Background: an optimization exercise with open tools, aiming at small area, a short achievable clock period and few clock cycles. Do not read the settings as production practice.

// edge_acc
module edge_acc (
  input  logic            clk,
  input  logic            reset,
  input  logic            start,    
  output logic            finish,   
  output edge_pkg::addr_t addr,
  output logic            en,
  output logic            we,
  output edge_pkg::word_t data_w,
  input  edge_pkg::word_t data_r
);
Size: about 2400 cells after synthesis, about 580 flip-flops, about 86 I/O pins, roughly 29000 µm² of cells after synthesis.
export LEC_CHECK = 0
export CAP_MARGIN = 20
export CORE_MARGIN = 2
export CORE_UTILIZATION = 30
export SLEW_MARGIN = 20
export BUFFER_PORTS_ARGS = -buffer_cell sky130_fd_sc_hd__buf_2
create_clock -name core_clock -period 11.0 [get_ports {clk}]
standard.sh (not shown) runs the stock make flow with config.mk's settings and CLKGATE_MAP_FILE= SYNTH_SCRIPT=/design/flow/synth_recipe.tcl, a recipe that flattens the netlist after the stock synthesis.
==> flow/flow/run.sh <==
#!/bin/bash
cp standard.sh standard_sh.copy.log
cat flow/extra.mk >> config.mk
bash standard.sh > standard.log 2>&1
==> flow/flow/extra.mk <==
export BUFFER_PORTS_ARGS = -buffer_cell sky130_fd_sc_hd__buf_2
Edit:
==> flow/run.sh (new file) <==
#!/bin/bash
# synth_recipe.tcl (not shown) runs the flow's synth.tcl, then flattens the netlist and writes it again
# the make line also repeats each setting of config.mk as NAME=value (left out here)
make -C /OpenROAD-flow-scripts/flow DESIGN_CONFIG=/design/flow/config.mk WORK_HOME=/design/flow/orfs CLKGATE_MAP_FILE= SYNTH_SCRIPT=/design/flow/synth_recipe.tcl finish
BUFFER_PORTS_ARGS = unset   (was -buffer_cell sky130_fd_sc_hd__buf_2)
CORE_UTILIZATION = 45   (was 30)
CTS_BUF_LIST = sky130_fd_sc_hd__clkbuf_4 sky130_fd_sc_hd__clkbuf_8   (was unset)
removed: flow/flow/run.sh
removed: flow/flow/extra.mk
removed: flow/standard.sh
After rerunning: Clock skew rises by 17 ps. Core utilization rises by 17 points. First-iteration DRC count falls by about 5.4%. Via count rises by about 2%. Synthesized area does not change. Worst setup slack degrades by 450 ps. Cell area falls by 0.39%. Die area falls by about 33%.
No run of this note included a check of the RTL's function; only the layout flow was run.

Another version of the RTL of edge_acc (not shown whole).
Size in the first run: about 2100 cells after synthesis, ~86 I/O pins, ~27000 µm² of cells after synthesis.
==> flow/config.mk <==
export PLATFORM = sky130hd
export DESIGN_NAME = edge_acc
export DESIGN_NICKNAME = edge_acc
export VERILOG_FILES = /design/flow/design.v
export SDC_FILE = /design/flow/constraint.sdc
export NUM_CORES = 4
export LEC_CHECK = 0
export CAP_MARGIN = 20
export CORE_MARGIN = 2
export CORE_UTILIZATION = 55
export CTS_CLUSTER_DIAMETER = 100
export CTS_CLUSTER_SIZE = 30
export SLEW_MARGIN = 20
export BUFFER_PORTS_ARGS = -buffer_cell sky130_fd_sc_hd__buf_2
==> flow/constraint.sdc <==
create_clock -name core_clock -period 11.0 [get_ports {clk}]
set_input_delay 2.2000 -clock core_clock [delete_from_list [all_inputs] [get_ports {clk}]]
set_output_delay 2.2000 -clock core_clock [all_outputs]
set_load 0.01 [all_outputs]
==> flow/flow/run.sh <==
#!/bin/bash
cp standard.sh standard_sh.copy.log
cat flow/extra.mk >> config.mk
bash standard.sh > standard.log 2>&1
==> flow/flow/extra.mk <==
export BUFFER_PORTS_ARGS = -buffer_cell sky130_fd_sc_hd__buf_2
==> next run, changes <==
==> flow/flow/extra.mk (replaced) <==
export BUFFER_PORTS_ARGS = -buffer_cell sky130_fd_sc_hd__buf_2
export SETUP_SLACK_MARGIN = 7.78
--- a/flow/config.mk
+++ b/flow/config.mk
@@ -9,6 +9,7 @@
 export CORE_MARGIN = 2
 export CORE_UTILIZATION = 55
-export CTS_CLUSTER_DIAMETER = 100
-export CTS_CLUSTER_SIZE = 30
+export CTS_CLUSTER_DIAMETER = 80
+export CTS_CLUSTER_SIZE = 24
 export SLEW_MARGIN = 20
 export BUFFER_PORTS_ARGS = -buffer_cell sky130_fd_sc_hd__buf_2
+export SETUP_SLACK_MARGIN = 7.78
Effect: The new run ran to the end with no violations. Synthesized area stays the same. Die area does not change. First-iteration DRC count goes up by 0.54%. Worst hold slack improved by 3.9 ps.
==> next run, changes <==
==> flow/flow/extra.mk (replaced) <==
export BUFFER_PORTS_ARGS = -buffer_cell sky130_fd_sc_hd__buf_2
--- a/flow/config.mk
+++ b/flow/config.mk
@@ -13,3 +13,2 @@
 export SLEW_MARGIN = 20
 export BUFFER_PORTS_ARGS = -buffer_cell sky130_fd_sc_hd__buf_2
-export SETUP_SLACK_MARGIN = 7.78
The changed run passed the timing, DRC and antenna checks.
Global-route usage is higher by 0.22 points.
Final area is lower slightly.
Flip-flop and latch count is unchanged.
Maximum frequency is lower by a few percent.
No functional check of the RTL was part of any run of this note.

[port drivers added, routing unchanged]
Ports are ideal in the flow. The routed layouts listed here were re-timed in OpenROAD. Step 1: set_driving_cell puts a clkbuf_16 on clk and a buf_2 on each other input, an assumption about the parent block. Step 2 times the ports against the registers' clock, not the clock port: input delays grow and output delays shrink by t, the midpoint of the rising clock arrivals with the driver on. Slacks: no drivers / after step 1 / after step 2; pairs: no drivers / after step 1.
run | shift t [ns] | setup WS [ns] | pins driven straight from the clock port
the first run of note 1 | 0.662 | 7.579 / 7.517 / 7.682 | 1
the second run of note 1 | 0.745 | 7.129 / 7.069 / 7.613 | 1
the first run of note 2 | 0.655 | 7.635 / 7.606 / 7.635 | 1
the second run of note 2 | 0.623 | 7.713 / 7.655 / 7.817 | 1
the third run of note 2 | 0.623 | 7.505 / 7.505 / 7.505 | 1
After both steps every run listed still meets setup and hold.
